Background: an optimization exercise with open tools, aiming at small area, a short achievable clock period and few clock cycles per item. Do not read the settings as production practice.
At most, simulation tests tie the RTL to the original design; equivalence was not proved.
Power figures rest on the tool's default switching activity, not on a simulated workload.

== run A ==
==> flow/design.v <==
module partition_engine (
    input  logic        clk,
    input  logic        rst,
    input  logic        cmd_valid,
    output logic        cmd_ready,
    input  logic [7:0]  cmd_op,
    input  logic [31:0] cmd_region,
    input  logic [31:0] cmd_mask,
    input  logic [3:0]  cmd_m1,
    input  logic [3:0]  cmd_m2,
    output logic        rsp_valid,
    input  logic        rsp_ready,
    output logic [2:0]  rsp_status,
    output logic [3:0]  rsp_module_id,
    output logic [4:0]  live_count,
    output logic [15:0] slot_valid,
    output logic        is_structured,
    output logic [11:0] mu_discovery,
    output logic [11:0] mu_execution,
    output logic [11:0] mu_cost,
    output logic        mu_saturated,
    input  logic [3:0]  rd_id,
    output logic [31:0] rd_region
);
    localparam logic [2:0] ST_OK      = 3'd0;
    localparam logic [2:0] ST_FULL    = 3'd1;
    localparam logic [2:0] ST_BAD_ID  = 3'd2;
    localparam logic [2:0] ST_OVERLAP = 3'd3;
    localparam logic [2:0] ST_EMPTY   = 3'd4;
    localparam logic [2:0] ST_ILLEGAL = 3'd5;
    logic [31:0] own_v;
    logic [3:0]  own_id [32];
    logic [5:0] disc_q;
    logic       sat_q;
    always_comb begin
        for (int b = 0; b < 32; b++) rd_region[b] = own_v[b] && (own_id[b] == rd_id);
    end
    logic [12:0] cost_sum;
    assign mu_discovery = {6'b0, disc_q};
    assign cost_sum     = {1'b0, mu_discovery} + {1'b0, mu_execution};
    assign mu_cost      = cost_sum[12] ? 12'hfff : cost_sum[11:0];
    assign mu_saturated = sat_q | cost_sum[12];
    logic accept;
    assign cmd_ready = !rsp_valid || rsp_ready;
    assign accept    = cmd_valid && cmd_ready;
    logic op_new, op_split, op_merge, op_acc;
    assign op_new   = (cmd_op == 8'h00);
    assign op_split = (cmd_op == 8'h01);
    assign op_merge = (cmd_op == 8'h02);
    assign op_acc   = (cmd_op == 8'h05);
    logic [3:0] free_id;
    logic       any_free;
    always_comb begin
        free_id  = '0;
        any_free = 1'b0;
        for (int k = 15; k >= 0; k--) begin
            if (!slot_valid[k]) begin
                free_id  = 4'(k);
                any_free = 1'b1;
            end
        end
    end
    logic [3:0]  sel_id;
    logic [31:0] psel;
    assign sel_id = cmd_op[1] ? cmd_m2 : cmd_m1;
    always_comb begin
        for (int b = 0; b < 32; b++) psel[b] = own_v[b] && (own_id[b] == sel_id);
    end
    logic overlap, region_zero, split_lo, split_hi, m1_live, m2_live;
    assign overlap     = |(cmd_region & own_v);
    assign region_zero = (cmd_region == '0);
    assign split_lo    = |(psel & cmd_mask);
    assign split_hi    = |(psel & ~cmd_mask);
    assign m1_live     = slot_valid[cmd_m1];
    assign m2_live     = slot_valid[cmd_m2];
    logic new_ok, split_ok, merge_ok;
    logic [2:0] status;
    always_comb begin
        status = ST_OK;
        if (op_new) begin
            if (region_zero)    status = ST_EMPTY;
            else if (overlap)   status = ST_OVERLAP;
            else if (!any_free) status = ST_FULL;
        end else if (op_split) begin
            if (!m1_live)                    status = ST_BAD_ID;
            else if (!any_free)              status = ST_FULL;
            else if (!split_lo || !split_hi) status = ST_EMPTY;
        end else if (op_merge) begin
            if (!m1_live || !m2_live || (cmd_m1 == cmd_m2)) status = ST_BAD_ID;
        end else if (!op_acc) begin
            status = ST_ILLEGAL;
        end
    end
    assign new_ok   = op_new && !region_zero && !overlap && any_free;
    assign split_ok = op_split && m1_live && any_free && split_lo && split_hi;
    assign merge_ok = op_merge && m1_live && m2_live && (cmd_m1 != cmd_m2);
    logic        do_new, do_split, do_merge, do_acc, do_add;
    logic [15:0] free_oh, m2_oh;
    logic [5:0]  pop;
    logic [4:0]  live_inc, live_dec;
    logic [7:0]  inc_exec;
    logic [12:0] exec_sum;
    logic        do_exec;
    assign do_new   = accept && new_ok;
    assign do_split = accept && split_ok;
    assign do_merge = accept && merge_ok;
    assign do_acc   = accept && op_acc;
    assign do_add   = do_new || do_split;
    always_comb begin
        for (int k = 0; k < 16; k++) begin
            free_oh[k] = do_add && (free_id == 4'(k));
            m2_oh[k]   = do_merge && (cmd_m2 == 4'(k));
        end
        pop = '0;
        for (int b = 0; b < 32; b++) pop = pop + 6'(cmd_region[b]);
    end
    assign live_inc = live_count + 5'd1;
    assign live_dec = live_count - 5'd1;
    always_comb begin
        inc_exec = {live_count, 3'b000};
        if (op_split)      inc_exec = 8'd32;
        else if (op_merge) inc_exec = 8'd4;
    end
    assign exec_sum = {1'b0, mu_execution} + {5'b0, inc_exec};
    assign do_exec  = do_split || do_merge || do_acc;
    always_ff @(posedge clk or posedge rst) begin
        if (rst) begin
            rsp_valid     <= 1'b0;
            live_count    <= '0;
            slot_valid    <= '0;
            is_structured <= 1'b0;
            disc_q        <= '0;
            mu_execution  <= '0;
            sat_q         <= 1'b0;
            own_v         <= '0;
        end else begin
            if (cmd_ready) rsp_valid <= cmd_valid;
            if (do_add)        live_count <= live_inc;
            else if (do_merge) live_count <= live_dec;
            slot_valid   <= (slot_valid | free_oh) & ~m2_oh;
            if (do_acc) is_structured <= (live_count >= 5'd2);
            own_v        <= own_v | (cmd_region & {32{do_new}});
            if (do_new) disc_q <= disc_q + pop;
            if (do_exec) mu_execution <= exec_sum[12] ? 12'hfff : exec_sum[11:0];
            sat_q        <= sat_q | (do_exec && exec_sum[12]);
        end
    end
    logic [3:0]  wr_id;
    logic [31:0] wr;
    assign wr_id = op_merge ? cmd_m1 : free_id;
    assign wr    = (cmd_region & {32{do_new}}) | (psel & ((cmd_mask & {32{do_split}}) | {32{do_merge}}));
    always_ff @(posedge clk) begin
        if (accept) begin
            rsp_status    <= status;
            rsp_module_id <= (merge_ok || new_ok || split_ok) ? wr_id : 4'd0;
        end
        for (int b = 0; b < 32; b++) begin
            if (wr[b]) own_id[b] <= wr_id;
        end
    end
endmodule
==> flow/config.mk <==
export PLATFORM = sky130hd
export DESIGN_NAME = partition_engine
export DESIGN_NICKNAME = partition_engine
export VERILOG_FILES = /design/flow/design.v
export SDC_FILE = /design/flow/constraint.sdc
export NUM_CORES = 4
export LEC_CHECK = 0
export CAP_MARGIN = 20
export CELL_PAD_IN_SITES_DETAIL_PLACEMENT = 1
export CELL_PAD_IN_SITES_GLOBAL_PLACEMENT = 2
export CORE_MARGIN = 2
export CORE_UTILIZATION = 40
export CTS_BUF_LIST = sky130_fd_sc_hd__clkbuf_4 sky130_fd_sc_hd__clkbuf_8
export PLACE_DENSITY = 0.55
export SETUP_SLACK_MARGIN = 4.6
export SLEW_MARGIN = 20
==> flow/constraint.sdc <==
create_clock -name core_clock -period 10.0 [get_ports {clk}]
set_input_delay 2.0000 -clock core_clock [delete_from_list [all_inputs] [get_ports {clk}]]
set_output_delay 2.0000 -clock core_clock [all_outputs]
set_load 0.01 [all_outputs]
standard.sh (not shown) runs the stock make flow with config.mk's settings and CLKGATE_MAP_FILE= SYNTH_SCRIPT=/design/flow/synth_recipe.tcl, a recipe that flattens the netlist after the stock synthesis.
==> flow/flow/run.sh <==
#!/bin/bash
# Standard layout with two changes: plain buffers (not delay cells) on the ports, and
# no full-adder cell extraction in synthesis (adders are left to ABC's gate mapping).
export BUFFER_PORTS_ARGS="-buffer_cell sky130_fd_sc_hd__buf_2"
export ADDER_MAP_FILE=
bash standard.sh > standard.log 2>&1
Run A went all the way through the flow, and no timing, DRC or antenna check failed.
Edits applied to the flow inputs when going from run A to run B:
- CTS_BUF_LIST no longer set, was sky130_fd_sc_hd__clkbuf_4 sky130_fd_sc_hd__clkbuf_8
[summary]
Setup slack deteriorates in run B relative to run A. Delta (run B minus run A): fraction of standard cell area that is sequential has remained practically unchanged; total length of routed met3 wires -4.3%; final routed wire length divided by cell count went up about 1.1%; growth of design area from synthesis to finish held.
### run B -> run C
- SETUP_SLACK_MARGIN: 4.6 -> 4.8
Wire: run C routes more than run B
Run C has proportion of power drawn by flip-flops and latches below what run B had.
Sequential share of layout area, run C and run B, lower one = run C.
| ratio of cells with drive above 1 in the final layout | run C vs run B | 5.1 points higher |
Run C vs run B: post-route fraction of the period consumed by the critical path down in run C
No run of this note included a check of the RTL's function; only the layout flow was run.

partition_engine, a different RTL version from the one above (not shown whole).
Size in the first run: roughly 210 flip-flops, ~190 I/O pins, roughly 13000 um^2 of cells after synthesis.
==> flow/design.v (excerpt) <==
module partition_engine (
    input  logic        clk,
    input  logic        rst,
    input  logic        cmd_valid,
    output logic        cmd_ready,
    input  logic [7:0]  cmd_op,
    input  logic [31:0] cmd_region,
    input  logic [31:0] cmd_mask,
    input  logic [3:0]  cmd_m1,
    input  logic [3:0]  cmd_m2,
    output logic        rsp_valid,
    input  logic        rsp_ready,
    output logic [2:0]  rsp_status,
    output logic [3:0]  rsp_module_id,
    output logic [4:0]  live_count,
    output logic [15:0] slot_valid,
    output logic        is_structured,
    output logic [11:0] mu_discovery,
    output logic [11:0] mu_execution,
    output logic [11:0] mu_cost,
    output logic        mu_saturated,
    input  logic [3:0]  rd_id,
    output logic [31:0] rd_region
);
Settings: LEC_CHECK=0, CAP_MARGIN=20, CELL_PAD_IN_SITES_DETAIL_PLACEMENT=1, CELL_PAD_IN_SITES_GLOBAL_PLACEMENT=2, CORE_MARGIN=2, CORE_UTILIZATION=40, CTS_BUF_LIST=sky130_fd_sc_hd__clkbuf_8 sky130_fd_sc_hd__clkbuf_16, CTS_CLUSTER_DIAMETER=100, CTS_CLUSTER_SIZE=30, PLACE_DENSITY=0.55, SETUP_SLACK_MARGIN=4.6, SLEW_MARGIN=20; clock period 10.0 ns.
==> flow/flow/run.sh <==
#!/bin/bash
# Standard layout with two changes: plain buffers (not delay cells) on the ports, and
# no full-adder cell extraction in synthesis (adders are left to ABC's gate mapping).
export BUFFER_PORTS_ARGS="-buffer_cell sky130_fd_sc_hd__buf_1"
export ADDER_MAP_FILE=
bash standard.sh > standard.log 2>&1
The baseline completed without violations.
Testbench counts at the start, summed over its fixed seeds: cycles 4,832, items 4,800.
Edit:
--- a/flow/flow/run.sh
+++ b/flow/flow/run.sh
@@ -4 +4 @@
-export BUFFER_PORTS_ARGS="-buffer_cell sky130_fd_sc_hd__buf_1"
+export BUFFER_PORTS_ARGS="-buffer_cell sky130_fd_sc_hd__buf_2"
Settings changed: CORE_UTILIZATION 40 to 50, PLACE_DENSITY 0.55 to 0.65.
What happened: Setup slack gets better by 0.041 ns; power is higher by 1.7%; final area stays flat; utilization is higher by 12 points; non-clock buffer count is lower by 10; global-route usage is higher by 4.4 points; flip-flop and latch count does not change; die area is lower by 20%; area after synthesis stays the same; sequential power hardly moves; routed wire length is lower by 4.4%.
Edit:
Settings changed: CORE_UTILIZATION 50 to 40, CTS_BUF_LIST sky130_fd_sc_hd__clkbuf_8 sky130_fd_sc_hd__clkbuf_16 to unset, CTS_CLUSTER_DIAMETER 100 to unset, CTS_CLUSTER_SIZE 30 to unset, PLACE_DENSITY 0.65 to 0.55.
The changed run finished clean.
Wire length increases by 5.1%.
First-iteration DRC count goes down by 30%.
Worst setup slack gains 0.057 ns.
Global-route usage went down by 4.4 points.
Total power went up by 14%.
Edit:
Settings changed: CTS_BUF_LIST set to sky130_fd_sc_hd__clkbuf_8 sky130_fd_sc_hd__clkbuf_16, CTS_CLUSTER_DIAMETER set to 100, CTS_CLUSTER_SIZE set to 30.
Effect:
- final cell count drops slightly
- via count drops slightly
- combinational power drops slightly
- global-route usage hardly moves
- routed wire length drops slightly
- clock skew hardly moves
- synthesized area does not change

## build 56
Another version of the RTL of partition_engine (not shown whole).
For scale: roughly 1300 cells after synthesis, about 190 I/O pins.
## partition_engine
module partition_engine (
    input  logic        clk,
    input  logic        rst,
    input  logic        cmd_valid,
    output logic        cmd_ready,
    input  logic [7:0]  cmd_op,
    input  logic [31:0] cmd_region,
    input  logic [31:0] cmd_mask,
    input  logic [3:0]  cmd_m1,
    input  logic [3:0]  cmd_m2,
    output logic        rsp_valid,
    input  logic        rsp_ready,
    output logic [2:0]  rsp_status,
    output logic [3:0]  rsp_module_id,
    output logic [4:0]  live_count,
    output logic [15:0] slot_valid,
    output logic        is_structured,
    output logic [11:0] mu_discovery,
    output logic [11:0] mu_execution,
    output logic [11:0] mu_cost,
    output logic        mu_saturated,
    input  logic [3:0]  rd_id,
    output logic [31:0] rd_region
);
clock: 10.0 ns
lec_check: 0
cap_margin: 20
cell_pad_in_sites_detail_placement: 1
cell_pad_in_sites_global_placement: 2
core_margin: 2
core_utilization: 40
cts_buf_list: sky130_fd_sc_hd__clkbuf_8 sky130_fd_sc_hd__clkbuf_16
cts_cluster_diameter: 100
cts_cluster_size: 30
gpl_timing_driven: 0
place_density: 0.55
setup_slack_margin: 4.8
slew_margin: 20
==> flow/flow/run.sh <==
#!/bin/bash
# Standard layout with two changes: plain buffers (not delay cells) on the ports, and
# no full-adder cell extraction in synthesis (adders are left to ABC's gate mapping).
export BUFFER_PORTS_ARGS="-buffer_cell sky130_fd_sc_hd__buf_2"
export ADDER_MAP_FILE=
bash standard.sh > standard.log 2>&1
Testbench counts of build 56, summed over its fixed seeds: cycles 4,832, items 4,800.
## Diff of input files: build 41 against build 56
- GPL_TIMING_DRIVEN removed (was 0)
==> flow/flow/run.sh <==
#!/bin/bash
# Standard layout with three changes: plain buffers (not delay cells) on the ports, no
# full-adder cell extraction in synthesis, and power recovery (downsizing) after global route.
export BUFFER_PORTS_ARGS="-buffer_cell sky130_fd_sc_hd__buf_2"
export ADDER_MAP_FILE=
export RECOVER_POWER=100
bash standard.sh > standard.log 2>&1
--- outcome ---
Build 56 finished every stage and its layout cleared the timing, design-rule and antenna checks. Ran to the end and failed final checks on capacitance limit, slew limit: build 41. For the antenna diode count, build 41 came in 1 lower than build 56 did. Relative to build 56, total placed instance area has decreased by about 1.6% in build 41. Total number of vias shrinks slightly when moving from build 56 to build 41. A capturing instance or port of the critical path of own_id[16][1]$_DFFE_PP_ is what build 41 shows, while rd_region[5] belongs to build 56. Number of post-CTS setup repair buffers in build 41 is 5 below build 56. Changes observed in build 41 relative to build 56: met1 wire length dropped about 1%, cell area after layout dropped about 4.3%, number of standard cells in the layout, taps in and fillers out dropped 2.8%. Against build 56, build 41 comes in 3.4 points lower on fraction of area in non-clock buffers. Between build 41 and build 56, the power spent charging and discharging nets is lower for build 56.
Inputs modified between build 41 and build 57:
- SETUP_SLACK_MARGIN: 4.8 -> 4.9
==> flow/flow/run.sh <==
#!/bin/bash
# Standard layout with two changes: plain buffers (not delay cells) on the ports, and
# no full-adder cell extraction in synthesis (adders are left to ABC's gate mapping).
export BUFFER_PORTS_ARGS="-buffer_cell sky130_fd_sc_hd__buf_2"
export ADDER_MAP_FILE=
bash standard.sh > standard.log 2>&1
### Flow results
Compared with build 41, build 57 ends up with a larger final cell area.
Against build 41, build 57 reports a time the worst path needs with I/O delays and setup that is lower.
Build 57 finished every step from synthesis to the final layout, and the layout passed the timing, design-rule and antenna checks.
Between build 57 and build 41, it is build 57 whose length in cells of the worst reg-to-reg path is higher, by 1.
Between build 41 and build 57, the difference in clock-cell share of area is negligible.
The following lists how build 24 was set up differently from build 57:
- changing SETUP_SLACK_MARGIN from 4.9 to 4.8
Notes after the runs:
Of the two values seen for most common library cell in the layout ignoring fill and taps, xnor2_1 was produced by build 24 and buf_2 by build 57.
Cmp build 57 and build 24 / antenna cell count / higher: build 57
End point of the critical path: rd_region[29] -> build 24, rd_region[1] -> build 57
From build 57 to build 24 the numbers moved as follows: number of global-route vias before repair lost 477; length in cells of the worst reg-to-reg path picked up an extra 2; fmax neither gained nor lost much; non-clock buffer count lost 81; met2 track utilization from global routing lost 1.1 points.
Relative to build 57, total wire length after detailed routing has decreased by about 6% in build 24.
Maximum clock skew at final layout delta (build 24 − build 57): favourable
Inputs modified between build 24 and build 31:
- SLEW_MARGIN changed from 20 to 5
- SETUP_SLACK_MARGIN changed from 4.8 to 4.7
- CAP_MARGIN changed from 20 to 5
==> summary.txt <==
When the final numbers for build 24 and build 31 were put side by side, the initial detailed-routing violation count turned out to be greater in build 31.
Going from build 24 to build 31, buffering stage count on the worst path with inverters included closely matched the old numbers; worst endpoint required time barely changed; fraction of standard cell area that is sequential saw an increase.

## static timing again, ports no longer ideal
No port has a modelled driver above. Below, the same layouts with a new extraction and two added sets of constraints. Step 1 (the two cells are an assumption about what drives the block):
set clk [get_ports {clk}]
set_driving_cell -lib_cell sky130_fd_sc_hd__clkbuf_16 $clk
set_driving_cell -lib_cell sky130_fd_sc_hd__buf_2 [delete_from_list [all_inputs] $clk]
Step 2 also shifts input and output timing later by t, the mid clock arrival at the registers, as if the neighbouring blocks saw the same clock. a / b / c = ideal / step 1 / step 2; a / b = the first two.
run	t, ns	setup WS [ns]	latest minus earliest clock arrival (ns)
run A	0.605	4.669 / 4.664 / 4.093	0.032 / 0.033
run B	0.607	4.656 / 4.650 / 4.071	0.020 / 0.021
run C	0.589	4.827 / 4.778 / 4.231	0.014 / 0.014
the first run of note 2	0.547	4.483 / 4.472 / 3.924	0.051 / 0.051
the second run of note 2	0.536	4.523 / 4.492 / 3.956	0.025 / 0.025
the third run of note 2	0.593	4.581 / 4.572 / 3.979	0.031 / 0.031
the fourth run of note 2	0.536	4.537 / 4.526 / 3.991	0.031 / 0.031
build 56	0.545	4.799 / 4.772 / 4.350	0.034 / 0.034
build 41	0.544	2.666 / 2.699 / 2.154	0.030 / 0.029
build 57	0.550	4.790 / 4.741 / 4.363	0.046 / 0.046
build 24	0.544	4.782 / 4.713 / 4.345	0.029 / 0.029
build 31	0.544	4.735 / 4.713 / 4.270	0.021 / 0.022
For the third run of note 2, which loses most, drivers alone change the setup slack by -0.009 ns; drivers and shift together by -0.602 ns.
